This design comes from an exercise in tuning for a short achievable clock period and few clock cycles on the open sky130 flow, not from production work.
Function was checked by simulation only, so behaviour that the tests miss may differ from the original.
Power is estimated from default activity; no workload was simulated.

Setup of JK:
==> flow/design.v (excerpt) <==
module pipeCore (
  input  logic        CLK,
  input  logic        RSTB,
  input  logic        progWe,
  input  logic [5:0]  progAddr,
  input  logic [31:0] progData,
  output logic        wbWrite,
  output logic [3:0]  wbReg,
  output logic [15:0] wbData
);
Settings: LEC_CHECK=0, ABC_CLOCK_PERIOD_IN_PS=1500, CAP_MARGIN=20, CORE_MARGIN=2, CORE_UTILIZATION=40, SETUP_SLACK_MARGIN=1.9, SLEW_MARGIN=20; clock period 3.6 ns.
standard.sh (not shown) runs the stock make flow with config.mk's settings and CLKGATE_MAP_FILE= SYNTH_SCRIPT=/design/flow/synth_recipe.tcl, a recipe that flattens the netlist after the stock synthesis.
==> flow/flow/run.sh <==
#!/bin/bash
# Layout: the standard flow (standard.sh), with these changes:
#  - Yosys's full/half-adder extraction is off (ADDER_MAP_FILE empty), so
#    ABC maps the adders as plain logic.
#  - The 4-input OR/NOR cells join the platform's don't-use list (the first
#    36 names are the platform's own list): ABC tends to put these slow
#    cells on the critical paths.
#  - Port buffers are buf_4 cells; buffer_ports otherwise picks delay
#    buffers for some outputs.
#  - After placement, each output port's register is put next to its port
#    buffer (move_out_flops.tcl), before clock tree synthesis.
set -euo pipefail
DONT_USE="sky130_fd_sc_hd__lpflow_bleeder_1 sky130_fd_sc_hd__lpflow_clkbufkapwr_1 sky130_fd_sc_hd__lpflow_clkbufkapwr_16 sky130_fd_sc_hd__lpflow_clkbufkapwr_2 sky130_fd_sc_hd__lpflow_clkbufkapwr_4 sky130_fd_sc_hd__lpflow_clkbufkapwr_8 sky130_fd_sc_hd__lpflow_clkinvkapwr_1 sky130_fd_sc_hd__lpflow_clkinvkapwr_16 sky130_fd_sc_hd__lpflow_clkinvkapwr_2 sky130_fd_sc_hd__lpflow_clkinvkapwr_4 sky130_fd_sc_hd__lpflow_clkinvkapwr_8 sky130_fd_sc_hd__lpflow_decapkapwr_12 sky130_fd_sc_hd__lpflow_decapkapwr_3 sky130_fd_sc_hd__lpflow_decapkapwr_4 sky130_fd_sc_hd__lpflow_decapkapwr_6 sky130_fd_sc_hd__lpflow_decapkapwr_8 sky130_fd_sc_hd__lpflow_inputiso0n_1 sky130_fd_sc_hd__lpflow_inputiso0p_1 sky130_fd_sc_hd__lpflow_inputiso1n_1 sky130_fd_sc_hd__lpflow_inputiso1p_1 sky130_fd_sc_hd__lpflow_inputisolatch_1 sky130_fd_sc_hd__lpflow_isobufsrc_1 sky130_fd_sc_hd__lpflow_isobufsrc_16 sky130_fd_sc_hd__lpflow_isobufsrc_2 sky130_fd_sc_hd__lpflow_isobufsrc_4 sky130_fd_sc_hd__lpflow_isobufsrc_8 sky130_fd_sc_hd__lpflow_isobufsrckapwr_16 sky130_fd_sc_hd__lpflow_lsbuf_lh_hl_isowell_tap_1 sky130_fd_sc_hd__lpflow_lsbuf_lh_hl_isowell_tap_2 sky130_fd_sc_hd__lpflow_lsbuf_lh_hl_isowell_tap_4 sky130_fd_sc_hd__lpflow_lsbuf_lh_isowell_4 sky130_fd_sc_hd__lpflow_lsbuf_lh_isowell_tap_1 sky130_fd_sc_hd__lpflow_lsbuf_lh_isowell_tap_2 sky130_fd_sc_hd__lpflow_lsbuf_lh_isowell_tap_4 sky130_fd_sc_hd__probe_p_8 sky130_fd_sc_hd__probec_p_8 sky130_fd_sc_hd__or4_1 sky130_fd_sc_hd__or4_2 sky130_fd_sc_hd__or4_4 sky130_fd_sc_hd__or4b_1 sky130_fd_sc_hd__or4b_2 sky130_fd_sc_hd__or4b_4 sky130_fd_sc_hd__or4bb_1 sky130_fd_sc_hd__or4bb_2 sky130_fd_sc_hd__or4bb_4 sky130_fd_sc_hd__nor4_1 sky130_fd_sc_hd__nor4_2 sky130_fd_sc_hd__nor4_4 sky130_fd_sc_hd__nor4b_1 sky130_fd_sc_hd__nor4b_2 sky130_fd_sc_hd__nor4b_4 sky130_fd_sc_hd__nor4bb_1 sky130_fd_sc_hd__nor4bb_2 sky130_fd_sc_hd__nor4bb_4"
ARGS=(ADDER_MAP_FILE= "DONT_USE_CELLS=$DONT_USE"
      "BUFFER_PORTS_ARGS=-buffer_cell sky130_fd_sc_hd__buf_4")
bash standard.sh "${ARGS[@]}" place > standard_place.log 2>&1
R=orfs/results/${FLOW_PLATFORM:-sky130hd}/pipeCore/base
IN=$R/3_place.odb OUT=$R/3_place.odb openroad -no_init -exit flow/move_out_flops.tcl \
  > move_out_flops.log 2>&1
bash standard.sh "${ARGS[@]}" finish > standard_finish.log 2>&1
Other scripts of this flow, unchanged in this note and not shown: flow/flow/move_out_flops.tcl
Testbench counts of JK, summed over its fixed seeds: cycles 16,234.
Edits applied to the flow inputs when going from JK to AL:
diff --git a/flow/design.v b/flow/design.v
--- a/flow/design.v
+++ b/flow/design.v
@@ -35,18 +35,20 @@
   endgenerate
   logic [3:0]  colHot;      
   logic [7:0]  rowNext;     
   logic [7:0]  bufV;
   logic [9:0]  bufW [0:7];
   logic        fOk;         
   logic [1:0]  fV;
   logic [9:0]  fW0;
   logic [9:0]  fW1;
+  logic [15:0] fHot0;       
+  logic [15:0] fHot1;
   logic        fire;
   logic        rowLoad;
   logic [7:0]  rdV;
   logic [9:0]  rdW [0:7];
   logic [7:0]  row0V;
   logic [9:0]  row0W [0:7];
   logic [1:0]  selV;
   logic [9:0]  selW0;
   logic [9:0]  selW1;
@@ -139,24 +141,28 @@
     end
   end
   always_ff @(posedge CLK)
   begin
     if (!RSTB)
     begin
       fV  <= row0V[3:2];
       fW0 <= row0W[2];
       fW1 <= row0W[3];
+      fHot0 <= 16'd1 << row0W[2][3:0];
+      fHot1 <= 16'd1 << row0W[3][3:0];
     end
     else
     begin
       fV  <= selV;
       fW0 <= selW0;
       fW1 <= selW1;
+      fHot0 <= 16'd1 << selW0[3:0];
+      fHot1 <= 16'd1 << selW1[3:0];
     end
   end
   logic [3:0]  occ;
   logic [9:0]  q [0:3];
   logic [15:0] qHot [0:3];   
   logic [1:0] pV;
   logic [9:0] pW0;
   logic [9:0] pW1;
   logic [9:0] pFirst;
@@ -165,20 +171,20 @@
   logic [3:0] remT;         
   logic [3:0] occNext;
   logic       pop;
   logic       pushAny;
   logic       pushTwo;
   assign pV  = fV & {2{fOk}};
   assign pW0 = fW0;
   assign pW1 = fW1;
   assign pFirst = pV[0] ? pW0 : pW1;
-  assign pFirstHot = 16'd1 << pFirst[3:0];
-  assign pW1Hot    = 16'd1 << pW1[3:0];
+  assign pFirstHot = pV[0] ? fHot0 : fHot1;
+  assign pW1Hot    = fHot1;
   assign pop     = occ[0];
   assign remT    = {1'b0, occ[3:1]};
   assign pushAny = pV[0] | pV[1];
   assign pushTwo = pV[0] & pV[1];
   assign occNext = remT | ({remT[2:0], 1'b1} & {4{pushAny}})
                         | ({remT[1:0], 2'b11} & {4{pushTwo}});
   logic fireR;
   logic fireNext;
   assign fireNext = !((occNext[3] & fetchNow & (selV[0] | selV[1])) |
==> comparison <==
- AL went all the way through synthesis, placement and routing and the layout is clean on timing, DRC and antenna.
- Of JK and AL, the higher fraction of final layout cells with drive strength greater than 1 belongs to JK.
- Final instance area, JK and AL: larger value in AL
- AL against JK: worst hold slack now sits at about the same level; sequential fraction of total cell area now sits higher.
- Of JK and AL, the run reporting the higher post-CTS resize count was JK.
- JK → AL: final critical-path share of the clock period moved down, total detailed-routing wirelength level, overall power after layout moved down, routed wire length on met3 moved down, complex-gate fraction of the synthesized area moved down.
- Compared with JK, AL supports a higher clock frequency.
- Relative max-transition margin: AL worse than JK
- Summary of AL over JK: final design utilization fell by 0.32 points; detail-routed net length per standard cell fell by about 2%.
Testbench counts of AL, summed over its fixed seeds: cycles 16,234.

port drivers added, routing unchanged:
The results above use ideal ports. As a check the final layouts listed here were re-extracted and re-timed, cells and wires unchanged.
Step 1: set_driving_cell puts a clkbuf_16 on CLK and a buf_2 on each other input, an assumption about the parent block.
Step 2, shift: input delay + t, output delay - t, t = (earliest + latest rising clock arrival at the registers) / 2. This alone moves slack from input paths to output paths.
Slacks: ideal ports / drivers / drivers and shift; pairs: ideal ports / drivers.
| run | t (ns) | setup WS [ns] | worst hold slack (ns) | worst register clock-pin slew, ns | cell pins on the clock port's net |
|---|---|---|---|---|---|
| JK | 0.847 | 1.682 / 1.600 / 1.026 | 0.208 / 0.287 / 0.383 | 0.06 / 0.06 | 1 |
| AL | 0.837 | 1.690 / 1.612 / 1.002 | 0.209 / 0.205 / 0.396 | 0.06 / 0.06 | 1 |
After both steps setup and hold are still met in every run listed. For AL, which loses most, drivers alone change the setup slack by -0.078 ns; drivers and shift together by -0.688 ns.
